Background: an optimization exercise with open tools, aiming at small area, a short achievable clock period and few clock cycles. Do not read the settings as production practice. At most, simulation tests tie the RTL to the original design; equivalence was not proved.

// signed_int_to_decimal_ascii_top
module signed_int_to_decimal_ascii_top #(
  parameter int unsigned VALUE_BITS = sitda_pkg::VALUE_BITS_DEF
) (
  input  logic                         clk_i,
  input  logic                         rst_ni,
  input  logic                         in_valid_i,
  output logic                         in_ready_o,
  input  logic signed [VALUE_BITS-1:0] value_i,
  output logic                         out_valid_o,
  input  logic                         out_ready_i,
  output logic [sitda_pkg::CHAR_W-1:0] char_code_o,
  output logic                         last_char_o
);
Size in the first run: ~130 flip-flops, roughly 47 I/O pins, about 0.0087 sq mm of cells after synthesis.
==> flow/config.mk <==
export PLATFORM = sky130hd
export DESIGN_NAME = signed_int_to_decimal_ascii_top
export DESIGN_NICKNAME = signed_int_to_decimal_ascii_top
export VERILOG_FILES = /design/flow/design.v
export SDC_FILE = /design/flow/constraint.sdc
export NUM_CORES = 4
export LEC_CHECK = 0
export ABC_AREA = 1
export CAP_MARGIN = 20
export CORE_MARGIN = 2
export CORE_UTILIZATION = 65
export SETUP_SLACK_MARGIN = 2.0
export SLEW_MARGIN = 20
export TNS_END_PERCENT = 100
==> flow/constraint.sdc <==
create_clock -name core_clock -period 4.5 [get_ports {clk_i}]
set_input_delay 0.9000 -clock core_clock [delete_from_list [all_inputs] [get_ports {clk_i}]]
set_output_delay 0.9000 -clock core_clock [all_outputs]
set_load 0.01 [all_outputs]
run.sh (not shown) runs the stock make flow with config.mk's settings and CLKGATE_MAP_FILE= SYNTH_SCRIPT=/design/flow/synth_recipe.tcl, a recipe that flattens the netlist after the stock synthesis.
Then changed:
- CORE_UTILIZATION: 65 -> 40
- SETUP_SLACK_MARGIN: 2.0 -> default
- TNS_END_PERCENT: 100 -> default
The changed run finished clean.
Count of clock-buffer cells in the layout climbs by 5.
Die area climbs by 60%.
Global-route usage drops by 12 points.
Cell count climbs by 5.1%.
Sequential cell count does not change.
Then changed:
- SETUP_SLACK_MARGIN: default -> 2.0
- TNS_END_PERCENT: default -> 100
Register-to-register slack is better by 80 ps.
Clock-buffer cell count shrinks by 9.
Critical path depth stays the same.
Setup slack improves by 670 ps.
Via count drops slightly.
Then changed:
- TNS_END_PERCENT: 100 -> default
Result: The changed run went through all stages and came out clean; via count does not change; non-clock buffer count stays the same; global-route usage is unchanged; wire length is unchanged; utilization is unchanged; maximum frequency stays the same; final cell count stays the same; synthesized area stays the same.
No functional check of the RTL was part of any run of this note.

---

Setup of wip/amber:
signed_int_to_decimal_ascii_top, a different RTL version from the one above (not shown whole).
Size in the first run: roughly 1100 cells after synthesis, ~120 flip-flops, roughly 8400 um^2 of cells after synthesis.
==> flow/config.mk <==
export PLATFORM = sky130hd
export DESIGN_NAME = signed_int_to_decimal_ascii_top
export DESIGN_NICKNAME = signed_int_to_decimal_ascii_top
export VERILOG_FILES = /design/flow/design.v
export SDC_FILE = /design/flow/constraint.sdc
export NUM_CORES = 4
export LEC_CHECK = 0
export ABC_AREA = 1
export CAP_MARGIN = 20
export CORE_MARGIN = 2
export CORE_UTILIZATION = 40
export CTS_BUF_LIST = sky130_fd_sc_hd__clkbuf_8
export SETUP_SLACK_MARGIN = 2.0
export SLEW_MARGIN = 20
==> flow/constraint.sdc <==
create_clock -name core_clock -period 4.5 [get_ports {clk_i}]
set_input_delay 0.9000 -clock core_clock [delete_from_list [all_inputs] [get_ports {clk_i}]]
set_output_delay 0.9000 -clock core_clock [all_outputs]
set_load 0.01 [all_outputs]
standard.sh (not shown) runs the stock make flow with config.mk's settings and CLKGATE_MAP_FILE= SYNTH_SCRIPT=/design/flow/synth_recipe.tcl, a recipe that flattens the netlist after the stock synthesis.
==> flow/flow/run.sh <==
#!/bin/bash
# The standard layout, with buf_1 cells as the port buffers instead of the default choice.
# Each step's full output goes to a log file of its own in this folder.
set -euo pipefail
bash standard.sh synth > synth.log 2>&1
bash standard.sh "BUFFER_PORTS_ARGS=-buffer_cell sky130_fd_sc_hd__buf_1" finish > layout.log 2>&1
Testbench counts of wip/amber, summed over its fixed seeds: cycles 75,110.
diff inputs: wip/amber => wip/violet
# wip/amber
export LEC_CHECK = 0
export ABC_AREA = 1
export CAP_MARGIN = 20
export CORE_MARGIN = 2
export CORE_UTILIZATION = 40
export CTS_BUF_LIST = sky130_fd_sc_hd__clkbuf_8
export SETUP_SLACK_MARGIN = 2.0
export SLEW_MARGIN = 20
create_clock -name core_clock -period 4.5 [get_ports {clk_i}]
# wip/violet
export LEC_CHECK = 0
export ABC_AREA = 1
export CAP_MARGIN = 20
export CORE_MARGIN = 2
export CORE_UTILIZATION = 40
export SETUP_SLACK_MARGIN = 2.0
export SLEW_MARGIN = 20
create_clock -name core_clock -period 4.5 [get_ports {clk_i}]
==> flow/flow/run.sh <==
#!/bin/bash
# Layout flow: the standard flow, with two changes.
#  - Synthesis runs the standard synthesis script with one change: ABC maps the
#    combinational logic with its default script and a 2.5 ns delay target (flow/synth.tcl).
#    Registers are mapped before ABC runs, so they are the standard synthesis's registers.
#  - Port buffers are buf_1 cells instead of the default choice.
# Each step's full output goes to a log file of its own in this folder.
set -euo pipefail
make -C "$FLOW_HOME" DESIGN_CONFIG="$PWD/config.mk" WORK_HOME="$PWD/orfs" CLKGATE_MAP_FILE= \
  SYNTH_SCRIPT="$PWD/flow/synth.tcl" synth > synth.log 2>&1
bash standard.sh "BUFFER_PORTS_ARGS=-buffer_cell sky130_fd_sc_hd__buf_1" finish > layout.log 2>&1
==> flow/flow/synth.tcl (new file) <==
proc synth {args} { yosys synth -nofsm -noshare {*}$args }
# Technology mapping of the combinational logic with ABC's default script and a delay target
# in picoseconds; everything else is the standard synthesis.
proc abc {args} {
  set keep {}
  set skip 0
  foreach a $args {
    if {$skip} { set skip 0; continue }
    if {$a eq "-script" || $a eq "-D"} { set skip 1; continue }
    lappend keep $a
  }
  yosys abc {*}$keep -D 2500
}
source $::env(SCRIPTS_DIR)/synth.tcl
# left out here: clear keep_hierarchy, flatten, clean up, hide names made inside functions, write 1_2_yosys.v
### Flow results
- Delta (wip/violet minus wip/amber): all-layer global routing usage rose by 1.1 points; critical path depth rose 4; xor/xnor cell area share of the yosys netlist +0.76 points; core utilization up 8.8 points; maximum operating frequency -24%.
- Comparing post-cts repair resize count for wip/violet and wip/amber, the smaller number came from wip/amber.
- wip/violet — number of buffers added for setup after CTS 26 higher, wip/amber as reference
- When wip/violet is set beside wip/amber, its required time of the worst setup path turns out to be 1.03 ns larger.
- The synthesized area in wip/violet is 0.911 times that in wip/amber.
- On wire length: between wip/violet and wip/amber, it ends up lower for wip/amber.
- Most frequent standard cell in the layout excluding fill and tap cells: sky130_fd_sc_hd__nand2_1 -> wip/amber, sky130_fd_sc_hd__edfxtp_1 -> wip/violet
- What wip/amber reported for count of placed standard cells including taps has to be multiplied by 0.73 to get the figure for wip/violet.

---

Setup of run D:
signed_int_to_decimal_ascii_top, a different RTL version from the one above (not shown whole).
Size: about 8100 um2 of cells after synthesis.
## signed_int_to_decimal_ascii_top
module signed_int_to_decimal_ascii_top #(
  parameter int unsigned VALUE_BITS = sitda_pkg::VALUE_BITS_DEF
) (
  input  logic                         clk_i,
  input  logic                         rst_ni,
  input  logic                         in_valid_i,
  output logic                         in_ready_o,
  input  logic signed [VALUE_BITS-1:0] value_i,
  output logic                         out_valid_o,
  input  logic                         out_ready_i,
  output logic [sitda_pkg::CHAR_W-1:0] char_code_o,
  output logic                         last_char_o
);
clock: 4.5 ns
lec_check: 0
abc_area: 1
cap_margin: 20
core_margin: 2
core_utilization: 40
slew_margin: 20
run.sh (not shown) runs the stock make flow with config.mk's settings and CLKGATE_MAP_FILE= SYNTH_SCRIPT=/design/flow/synth_recipe.tcl, a recipe that flattens the netlist after the stock synthesis.
Stock flow here: none of the scripts above is used.
diff inputs: run D => run E
Settings: an added SETUP_SLACK_MARGIN of 2.0.
Results
- Run D has completed all stages; timing, DRC and antenna checks passed.
- Looking at the reports, run E completed the entire flow and the layout it produced met the timing, DRC and antenna checks.
- Total wirelength of the detailed-routed design was lower in the run labelled run D.
- Non-clock buffer count: higher on run E
- Compared with run D, run E shows a overall fraction of global-route tracks in use that is 1.6 points higher.
- Run E ends up with lower count of clock-net buffers in the final layout than run D does.
Function was not checked in any run of this note: the RTL went through the layout flow alone.

---

alpha:
Another version of the RTL of signed_int_to_decimal_ascii_top (not shown whole).
Size: roughly 1200 cells after synthesis, roughly 8800 sq um of cells after synthesis.
Settings: LEC_CHECK=0, ABC_AREA=1, CAP_MARGIN=20, CORE_MARGIN=2, CORE_UTILIZATION=40, CTS_BUF_LIST=sky130_fd_sc_hd__clkbuf_4 sky130_fd_sc_hd__clkbuf_8, CTS_CLUSTER_SIZE=20, SETUP_SLACK_MARGIN=2.4, SLEW_MARGIN=20; clock period 4.5 ns.
Testbench counts of alpha, summed over its fixed seeds: cycles 75,110.
Edits applied to the flow inputs when going from alpha to beta:
# alpha
export LEC_CHECK = 0
export ABC_AREA = 1
export CAP_MARGIN = 20
export CORE_MARGIN = 2
export CORE_UTILIZATION = 40
export CTS_BUF_LIST = sky130_fd_sc_hd__clkbuf_4 sky130_fd_sc_hd__clkbuf_8
export CTS_CLUSTER_SIZE = 20
export SETUP_SLACK_MARGIN = 2.4
export SLEW_MARGIN = 20
create_clock -name core_clock -period 4.5 [get_ports {clk_i}]
# beta
export LEC_CHECK = 0
export ABC_AREA = 1
export CAP_MARGIN = 20
export CORE_MARGIN = 2
export CORE_UTILIZATION = 40
export SETUP_SLACK_MARGIN = 2.0
export SLEW_MARGIN = 20
create_clock -name core_clock -period 4.5 [get_ports {clk_i}]
## What came out
- Every run (alpha and beta) finished clean.
- From alpha to beta the numbers moved as follows: total wire length after detailed routing went down by 19%, required arrival time at the worst endpoint fell by 100 ps, fraction of area in non-clock buffers shows a reduction of 6.4 points.
- Diff alpha -> beta | final area | decrease of about 15%
- The met1 global-route usage on alpha is in line with that on beta.
- Setup WNS alpha -> beta: better
- For beta, the slowest cell on the critical path was sky130_fd_sc_hd__buf_8, unlike alpha, where it was sky130_fd_sc_hd__edfxtp_1.

---

Setup of build 70:
signed_int_to_decimal_ascii_top with an RTL version that a note above also has.
Size in the first run: about 120 flip-flops, about 47 I/O pins, about 8400 sq um of cells after synthesis.
==> flow/config.mk <==
export PLATFORM = sky130hd
export DESIGN_NAME = signed_int_to_decimal_ascii_top
export DESIGN_NICKNAME = signed_int_to_decimal_ascii_top
export VERILOG_FILES = /design/flow/design.v
export SDC_FILE = /design/flow/constraint.sdc
export NUM_CORES = 4
export LEC_CHECK = 0
export ABC_AREA = 1
export CAP_MARGIN = 20
export CORE_MARGIN = 2
export CORE_UTILIZATION = 40
export CTS_BUF_LIST = sky130_fd_sc_hd__clkbuf_4 sky130_fd_sc_hd__clkbuf_8
export CTS_CLUSTER_DIAMETER = 250
export CTS_CLUSTER_SIZE = 30
export SETUP_SLACK_MARGIN = 2.0
export SLEW_MARGIN = 20
==> flow/constraint.sdc <==
create_clock -name core_clock -period 4.5 [get_ports {clk_i}]
set_input_delay 0.9000 -clock core_clock [delete_from_list [all_inputs] [get_ports {clk_i}]]
set_output_delay 0.9000 -clock core_clock [all_outputs]
set_load 0.01 [all_outputs]
standard.sh (not shown) runs the stock make flow with config.mk's settings and CLKGATE_MAP_FILE= SYNTH_SCRIPT=/design/flow/synth_recipe.tcl, a recipe that flattens the netlist after the stock synthesis.
==> flow/flow/run.sh <==
#!/bin/bash
# The standard layout, with buf_1 cells as the port buffers instead of the default choice.
# Each step's full output goes to a log file of its own in this folder.
set -euo pipefail
bash standard.sh synth > synth.log 2>&1
bash standard.sh "BUFFER_PORTS_ARGS=-buffer_cell sky130_fd_sc_hd__buf_1" finish > layout.log 2>&1
Build 70 has completed all stages; timing, DRC and antenna checks passed.
Testbench counts of build 70, summed over its fixed seeds: cycles 75,110.
Edits applied to the flow inputs when going from build 70 to build 71:
Settings: CORE_UTILIZATION changed from 40 to 55; CTS_CLUSTER_DIAMETER removed (was 250); CTS_CLUSTER_SIZE removed (was 30).
--- outcome ---
Summary of build 71 over build 70: non-filler instance count after layout went down 78; layout-stage area growth over the synthesis result went down 0.30 points; floorplan die area went down 27%. Build 71 vs build 70 — count of buffers not belonging to the clock network in the layout climbed by a little under 10%. Looking only at clock skew, and setting everything else aside, the lower value of build 70 and build 71 goes to build 70. In terms of clock network area share, build 71 and build 70 differ only marginally. Number of antenna violations at the first check in global routing: build 70 vs build 71 identical.
--- input diff build 71..build 74 ---
Settings: an added PLACE_DENSITY of 0.7; a change of CORE_UTILIZATION from 55 to 40; a deleted CTS_BUF_LIST that had been sky130_fd_sc_hd__clkbuf_4 sky130_fd_sc_hd__clkbuf_8.
Findings:
Design area, build 74 and build 71: smaller value in build 71
Comparing number of cells on the worst reg-to-reg path for build 74 and build 71, the bigger number came from build 74.
Status: post-route fraction of the period consumed by the critical path parity (build 74, build 71)
Relative to build 71, the detailed-routed wire length on met2 measured on build 74 has increased by more than 10%.
As far as final worst slack is concerned, build 74 and build 71 perform about the same.
In build 74 relative to build 71, number of global-route vias before repair had gone up by a few percent.
Between build 74 and build 71, the difference in non-clock buffering overhead in the final layout is negligible.
Input changes introduced in build 38 (baseline for comparison: build 74):
Settings: an added CTS_CLUSTER_SIZE of 25; an added CTS_BUF_LIST of sky130_fd_sc_hd__clkbuf_4; a deleted PLACE_DENSITY that had been 0.7.
--- outcome ---
Sequential share of layout area: build 38 vs build 74 up 1.3 points. Re routed wire length: build 38 is about 1.7% down on build 74. Against build 74, build 38 reports a share of cell area taken by multi-input logic gates that is higher. Sort build 74 and build 38 by detailed-route wire length per cell, ascending, and build 38 comes first. Going from build 74 to build 38, final worst-path cycle share went up, post-CTS resize count went up by 3, via count dropped 196.
Setup changes, build 38 to build 11
Settings: CTS_BUF_LIST no longer set, was sky130_fd_sc_hd__clkbuf_4; SETUP_SLACK_MARGIN now 2.2, was 2.0; CTS_CLUSTER_SIZE no longer set, was 25.
--- outcome ---
- Delta (build 11 minus build 38): clock transition at the register clock pins on the worst setup and hold paths after CTS shrank by 70 ps.

---

## v6
Another version of the RTL of signed_int_to_decimal_ascii_top (not shown whole).
Size in the first run: roughly 1200 cells after synthesis, about 130 flip-flops, about 47 I/O pins, ~8700 um^2 of cells after synthesis.
==> flow/config.mk <==
export PLATFORM = sky130hd
export DESIGN_NAME = signed_int_to_decimal_ascii_top
export DESIGN_NICKNAME = signed_int_to_decimal_ascii_top
export VERILOG_FILES = /design/flow/design.v
export SDC_FILE = /design/flow/constraint.sdc
export NUM_CORES = 4
export LEC_CHECK = 0
export ABC_AREA = 1
export CAP_MARGIN = 20
export CORE_MARGIN = 2
export CORE_UTILIZATION = 40
export SLEW_MARGIN = 20
==> flow/constraint.sdc <==
create_clock -name core_clock -period 4.5 [get_ports {clk_i}]
set_input_delay 0.9000 -clock core_clock [delete_from_list [all_inputs] [get_ports {clk_i}]]
set_output_delay 0.9000 -clock core_clock [all_outputs]
set_load 0.01 [all_outputs]
run.sh (not shown) runs the stock make flow with config.mk's settings and CLKGATE_MAP_FILE= SYNTH_SCRIPT=/design/flow/synth_recipe.tcl, a recipe that flattens the netlist after the stock synthesis.
Stock flow here: none of the scripts above is used.
## Diff of input files: v7 against v6
Settings: ABC_AREA: 1 -> unset.
Results
- Of v7 and v6, the run reporting the higher share of final-layout standard cells stronger than drive strength 1 was v7.
- v7 gives more global-route met1 utilization than v6 did.
- Relative to v6, final RePlAce weighted congestion increased by 4.0% in v7.
- v7 vs. v6: wire length of the first global-routing pass higher.
- Side by side, design area turned out higher in v7 than in v6.
- Going from v6 to v7, final cell count grew by more than 10%.
- On critical path depth: between v7 and v6, it ends up higher for v6.
No functional check of the RTL was part of any run of this note.

-- separate check: timing with driven ports --
No port has a modelled driver above. Below, the same layouts with a new extraction and two added sets of constraints.
Step 1, drivers: a clkbuf_16 drives clk_i and a buf_2 each remaining input, both assumed.
Step 2 moves the port delays by t, midway between the first and last clock arrival at a register: inputs arrive t later, outputs are due t later. That takes back most of the time a late clock gives input paths.
Slacks: ideal ports / drivers / drivers and shift; pairs: ideal ports / drivers.
run | t (ns) | setup WS [ns] | clock arrival spread, ns | worst data-port slew with drivers (ns) | cell pins on the clock port's net
the first run of note 1 | 0.464 | 1.502 / 1.511 / 1.047 | 0.009 / 0.009 | 0.05 | 1
the second run of note 1 | 0.449 | 0.893 / 0.911 / 0.462 | 0.013 / 0.013 | 0.03 | 1
the third run of note 1 | 0.452 | 1.567 / 1.560 / 1.108 | 0.006 / 0.006 | 0.06 | 1
the fourth run of note 1 | 0.452 | 1.567 / 1.560 / 1.108 | 0.006 / 0.006 | 0.06 | 1
wip/amber | 0.480 | 2.067 / 2.028 / 1.656 | 0.011 / 0.011 | 0.04 | 1
wip/violet | 0.459 | 1.316 / 1.316 / 0.997 | 0.010 / 0.010 | 0.20 | 1
run D | 0.452 | 0.960 / 0.960 / 0.887 | 0.008 / 0.008 | 0.03 | 1
run E | 0.461 | 1.146 / 1.146 / 1.146 | 0.008 / 0.009 | 0.15 | 1
alpha | 0.497 | 2.046 / 2.039 / 1.641 | 0.018 / 0.018 | 0.25 | 1
beta | 0.462 | 2.078 / 2.043 / 1.609 | 0.009 / 0.008 | 0.05 | 1
build 70 | 0.480 | 2.072 / 2.033 / 1.655 | 0.011 / 0.011 | 0.04 | 1
build 71 | 0.481 | 2.072 / 2.033 / 1.766 | 0.015 / 0.015 | 0.05 | 1
build 74 | 0.451 | 2.069 / 2.030 / 1.650 | 0.009 / 0.008 | 0.05 | 1
build 38 | 0.565 | 1.973 / 1.935 / 1.537 | 0.020 / 0.020 | 0.04 | 1
build 11 | 0.466 | 2.126 / 2.078 / 1.765 | 0.006 / 0.007 | 0.13 | 1
v6 | 0.461 | 1.434 / 1.434 / 1.296 | 0.012 / 0.012 | 0.05 | 1
v7 | 0.460 | 0.782 / 0.807 / 0.347 | 0.011 / 0.010 | 0.04 | 1
After both steps every run listed still meets setup and hold. The setup slack of beta, which loses most, moves by -0.035 ns with the drivers and by -0.469 ns with both steps.
